From an optimization exercise on the open Yosys and OpenROAD flow, aimed at small area and a short achievable clock period; shortcuts taken in it are not production practice. Function was checked by simulation only, so behaviour that the tests miss may differ from the original. Power figures rest on the tool's default switching activity, not on a simulated workload.

==> flow/design.v (excerpt) <==
module output_buffer_bank #(
   parameter int BANK_WIDTH = 32,
   parameter int DATA_W     = 32,
   parameter int ADDR_W     = 16,
   parameter int N_CH       = 8
) (
   input  logic                         clk_i,
   input  logic                         rst_sync_i,
   input  logic                         start_i,
   input  logic                         abort_i,
   input  logic [31:0]                  cfg_out_w_i,
   input  logic [31:0]                  cfg_out_h_i,
   input  logic [ADDR_W-1:0]            cfg_base_addr_i,
   input  logic [2:0]                   output_ch_sel_i,
   input  logic [BANK_WIDTH-1:0]        push_i,
   input  logic [BANK_WIDTH*DATA_W-1:0] data_in_i,
   output logic                         ob_ready_o,
   output logic [N_CH-1:0]              sram_wr_en_o,
   output logic [ADDR_W-1:0]            sram_wr_addr_o,
   output logic [DATA_W-1:0]            sram_wr_data_o,
   output logic                         frame_done_o,
   output logic                         error_o
);
   localparam int BW    = BANK_WIDTH;
   localparam int COL_W = (BANK_WIDTH > 1) ? $clog2(BANK_WIDTH) : 1;
   logic                  idle_q, coll_q, drain_q, done_q;
   logic                  idle_d, coll_d, drain_d, done_d;
   logic [COL_W-1:0]      wm1_q;           
   logic [31:0]           rem_q;           
   logic                  lastrow_q;       
   logic [2:0]            ch_q;
   logic [ADDR_W-1:0]     addr_q;
   logic [BW-1:0]         v_q, v_d;        
   logic                  full_q, full_d;  
   logic [BW-1:0][DATA_W-1:0]   fill_q;
   logic [BW-2:0][DATA_W-1:0]   drn_q;
   logic                  sh_q, nsh_q;     
   logic [COL_W-1:0]      cnt_q;           
   logic                  is1_q;           
   logic                  colpar_q;        
   logic                  z0_q, z1_q;      
   logic                  rlast_q, rlast_d;  
   logic                  ready_q, rdy_o_q, ready_d;
   logic                  err_q, err_d;
   logic [N_CH-1:0]       wr_en_q;
   logic [ADDR_W-1:0]     wr_addr_q;
   logic [DATA_W-1:0]     wr_data_q;
   logic [BW-1:0]         mask, veff, st, bad;
   logic                  cfg_legal, collecting, clr, copy, nxt, issue, wr, bfull, par, nxt_d;
   logic                  lastw, aa;
  ...
clock: 10.0 ns
lec_check: 0
cap_margin: 20
core_margin: 2
core_utilization: 60
slew_margin: 20
buffer_ports_args: -buffer_cell sky130_fd_sc_hd__buf_1
cts_args: -sink_clustering_enable -repair_clock_nets -dont_use_dummy_load -root_buf sky130_fd_sc_hd__clkbuf_16 -buf_list {sky130_fd_sc_hd__clkbuf_8} -sink_clustering_size 16 -sink_clustering_max_diameter 40 -apply_ndr full
setup_slack_margin: 7.0
pre_detail_place_tcl: /design/flow/flow/pre_dpl.tcl
pre_io_placement_tcl: /design/flow/flow/pre_iop.tcl
standard.sh (not shown) runs the stock make flow with config.mk's settings and CLKGATE_MAP_FILE= SYNTH_SCRIPT=/design/flow/synth_recipe.tcl, a recipe that flattens the netlist after the stock synthesis.
==> flow/flow/run.sh <==
#!/bin/bash
# Own layout flow: the standard ORFS flow (standard.sh, unchanged synthesis)
# with single-strength port buffers, a lighter clock tree (no dummy loads), a
# setup margin for the timing repair, and the flip-flops that drive output
# ports placed next to their port buffers (flow/pre_dpl.tcl, run before
# detailed placement), and the output ports grouped with the control inputs
# that gate them (flow/pre_iop.tcl). ORFS writes each step's log under
# orfs/logs; make's own
# output goes to standard.log here.
set -euo pipefail
cat >> config.mk <<EOC
export BUFFER_PORTS_ARGS = -buffer_cell sky130_fd_sc_hd__buf_1
export CTS_ARGS = -sink_clustering_enable -repair_clock_nets -dont_use_dummy_load -root_buf sky130_fd_sc_hd__clkbuf_16 -buf_list {sky130_fd_sc_hd__clkbuf_8} -sink_clustering_size 16 -sink_clustering_max_diameter 40 -apply_ndr full
export SETUP_SLACK_MARGIN = 7.0
export PRE_DETAIL_PLACE_TCL = $PWD/flow/pre_dpl.tcl
export PRE_IO_PLACEMENT_TCL = $PWD/flow/pre_iop.tcl
EOC
bash standard.sh > standard.log 2>&1
==> flow/flow/pre_dpl.tcl <==
# Move each flip-flop that drives an output port buffer next to that buffer, so
# the register-to-output paths are short; detailed placement then legalises.
set block [ord::get_db_block]
set moved 0
foreach bterm [$block getBTerms] {
  if {[$bterm getIoType] ne "OUTPUT"} { continue }
  set net [$bterm getNet]
  if {$net eq "NULL"} { continue }
  set buf ""
  foreach it [$net getITerms] { if {[$it isOutputSignal]} { set buf [$it getInst] } }
  if {$buf eq ""} { continue }
  set in_net ""
  foreach it [$buf getITerms] { if {[$it isInputSignal]} { set in_net [$it getNet] } }
  if {$in_net eq "" || $in_net eq "NULL"} { continue }
  set ff ""
  foreach it [$in_net getITerms] { if {[$it isOutputSignal]} { set ff [$it getInst] } }
  if {$ff eq "" || ![string match "*__df*" [[$ff getMaster] getName]]} { continue }
  set loc [$buf getLocation]
  $ff setLocation [lindex $loc 0] [lindex $loc 1]
  incr moved
}
puts "pre_dpl: moved $moved output flip-flops next to their port buffers"
==> flow/flow/pre_iop.tcl <==
# Keep the output ports and the control inputs that gate the output registers
# (abort_i, rst_sync_i, start_i) together on the die edge, so the paths into
# and out of the output registers stay short.
set grp {}
foreach bt [[ord::get_db_block] getBTerms] {
  set n [$bt getName]
  if {[$bt getIoType] eq "OUTPUT" || $n in {abort_i rst_sync_i start_i}} { lappend grp $n }
}
set_io_pin_constraint -group -order -pin_names $grp
puts "pre_iop: grouped [llength $grp] pins"
The first run ran to the end with no violations.
Rerun with:
--- a/flow/flow/run.sh
+++ b/flow/flow/run.sh
@@ -11,5 +11,5 @@
 cat >> config.mk <<EOC
 export BUFFER_PORTS_ARGS = -buffer_cell sky130_fd_sc_hd__buf_1
-export CTS_ARGS = -sink_clustering_enable -repair_clock_nets -dont_use_dummy_load -root_buf sky130_fd_sc_hd__clkbuf_16 -buf_list {sky130_fd_sc_hd__clkbuf_8} -sink_clustering_size 16 -sink_clustering_max_diameter 40 -apply_ndr full
+export CTS_ARGS = -sink_clustering_enable -repair_clock_nets -dont_use_dummy_load -root_buf sky130_fd_sc_hd__clkbuf_16 -buf_list {sky130_fd_sc_hd__clkbuf_8} -sink_clustering_size 16 -sink_clustering_max_diameter 40 -sink_clustering_levels 1
 export SETUP_SLACK_MARGIN = 7.0
 export PRE_DETAIL_PLACE_TCL = $PWD/flow/pre_dpl.tcl
- CTS_ARGS: -sink_clustering_enable -repair_clock_nets -dont_use_dummy_load -root_buf sky130_fd_sc_hd__clkbuf_16 -buf_list {sky130_fd_sc_hd__clkbuf_8} -sink_clustering_size 16 -sink_clustering_max_diameter 40 -apply_ndr full -> -sink_clustering_enable -repair_clock_nets -dont_use_dummy_load -root_buf sky130_fd_sc_hd__clkbuf_16 -buf_list {sky130_fd_sc_hd__clkbuf_8} -sink_clustering_size 16 -sink_clustering_max_diameter 40 -sink_clustering_levels 1
Result:
- The changed run finished with timing, DRC and antenna clean
- total power does not change
- routed wire length does not change
- hold slack is unchanged
- fmax stays the same
- design area is unchanged
- via count stays the same
- setup slack is unchanged
- global-route usage is unchanged
- sequential share of layout area does not change
- core utilization is unchanged
Rerun with:
--- a/flow/flow/run.sh
+++ b/flow/flow/run.sh
@@ -11,5 +11,5 @@
 cat >> config.mk <<EOC
 export BUFFER_PORTS_ARGS = -buffer_cell sky130_fd_sc_hd__buf_1
-export CTS_ARGS = -sink_clustering_enable -repair_clock_nets -dont_use_dummy_load -root_buf sky130_fd_sc_hd__clkbuf_16 -buf_list {sky130_fd_sc_hd__clkbuf_8} -sink_clustering_size 16 -sink_clustering_max_diameter 40 -sink_clustering_levels 1
+export CTS_ARGS = -sink_clustering_enable -repair_clock_nets -dont_use_dummy_load -root_buf sky130_fd_sc_hd__clkbuf_16 -buf_list {sky130_fd_sc_hd__clkbuf_8} -sink_clustering_size 16 -sink_clustering_max_diameter 40
 export SETUP_SLACK_MARGIN = 7.0
 export PRE_DETAIL_PLACE_TCL = $PWD/flow/pre_dpl.tcl
- CTS_ARGS: -sink_clustering_enable -repair_clock_nets -dont_use_dummy_load -root_buf sky130_fd_sc_hd__clkbuf_16 -buf_list {sky130_fd_sc_hd__clkbuf_8} -sink_clustering_size 16 -sink_clustering_max_diameter 40 -sink_clustering_levels 1 -> -sink_clustering_enable -repair_clock_nets -dont_use_dummy_load -root_buf sky130_fd_sc_hd__clkbuf_16 -buf_list {sky130_fd_sc_hd__clkbuf_8} -sink_clustering_size 16 -sink_clustering_max_diameter 40
What happened: The new run went through all stages and came out clean. Power does not change. Final area does not change. Via count stays the same. Worst setup slack stays the same. Clock-buffer cell count is unchanged. Core utilization does not change.
Rerun with:
--- a/flow/flow/run.sh
+++ b/flow/flow/run.sh
@@ -11,5 +11,5 @@
 cat >> config.mk <<EOC
 export BUFFER_PORTS_ARGS = -buffer_cell sky130_fd_sc_hd__buf_1
-export CTS_ARGS = -sink_clustering_enable -repair_clock_nets -dont_use_dummy_load -root_buf sky130_fd_sc_hd__clkbuf_16 -buf_list {sky130_fd_sc_hd__clkbuf_8} -sink_clustering_size 16 -sink_clustering_max_diameter 40
+export CTS_ARGS = -sink_clustering_enable -repair_clock_nets -dont_use_dummy_load -root_buf sky130_fd_sc_hd__clkbuf_16 -buf_list {sky130_fd_sc_hd__clkbuf_8} -sink_clustering_size 16 -sink_clustering_max_diameter 40 -apply_ndr half
 export SETUP_SLACK_MARGIN = 7.0
 export PRE_DETAIL_PLACE_TCL = $PWD/flow/pre_dpl.tcl
- CTS_ARGS: -sink_clustering_enable -repair_clock_nets -dont_use_dummy_load -root_buf sky130_fd_sc_hd__clkbuf_16 -buf_list {sky130_fd_sc_hd__clkbuf_8} -sink_clustering_size 16 -sink_clustering_max_diameter 40 -> -sink_clustering_enable -repair_clock_nets -dont_use_dummy_load -root_buf sky130_fd_sc_hd__clkbuf_16 -buf_list {sky130_fd_sc_hd__clkbuf_8} -sink_clustering_size 16 -sink_clustering_max_diameter 40 -apply_ndr half
After rerunning: The new run produced a clean layout. Register-to-register slack hardly moves. Power is unchanged. Clock-buffer cell count stays the same. Fmax stays the same. Wire length does not change. Cell count does not change.

==> port drivers added, routing unchanged <==
Ports are ideal in the flow. The routed layouts listed here were re-timed in OpenROAD. Step 1 assumes that a clkbuf_16 drives the clock port and a buf_2 every other input. Step 2 times the ports against the registers' clock, not the clock port: input delays grow and output delays shrink by t, the midpoint of the rising clock arrivals with the driver on. Three values: ideal, step 1, step 2; two values: the first two.
run | t, ns | setup WS [ns] | worst setup path at the end | latest minus earliest clock arrival (ns) | worst slew at a driven data input, ns
the first run | 0.807 | 6.776 / 6.690 / 6.127 | input to register | 0.110 / 0.110 | 0.25
the second run | 0.807 | 6.776 / 6.690 / 6.127 | input to register | 0.110 / 0.110 | 0.25
the third run | 0.807 | 6.776 / 6.690 / 6.127 | input to register | 0.110 / 0.110 | 0.25
the fourth run | 0.807 | 6.776 / 6.690 / 6.127 | input to register | 0.110 / 0.110 | 0.25
After both steps every run listed still meets setup and hold.
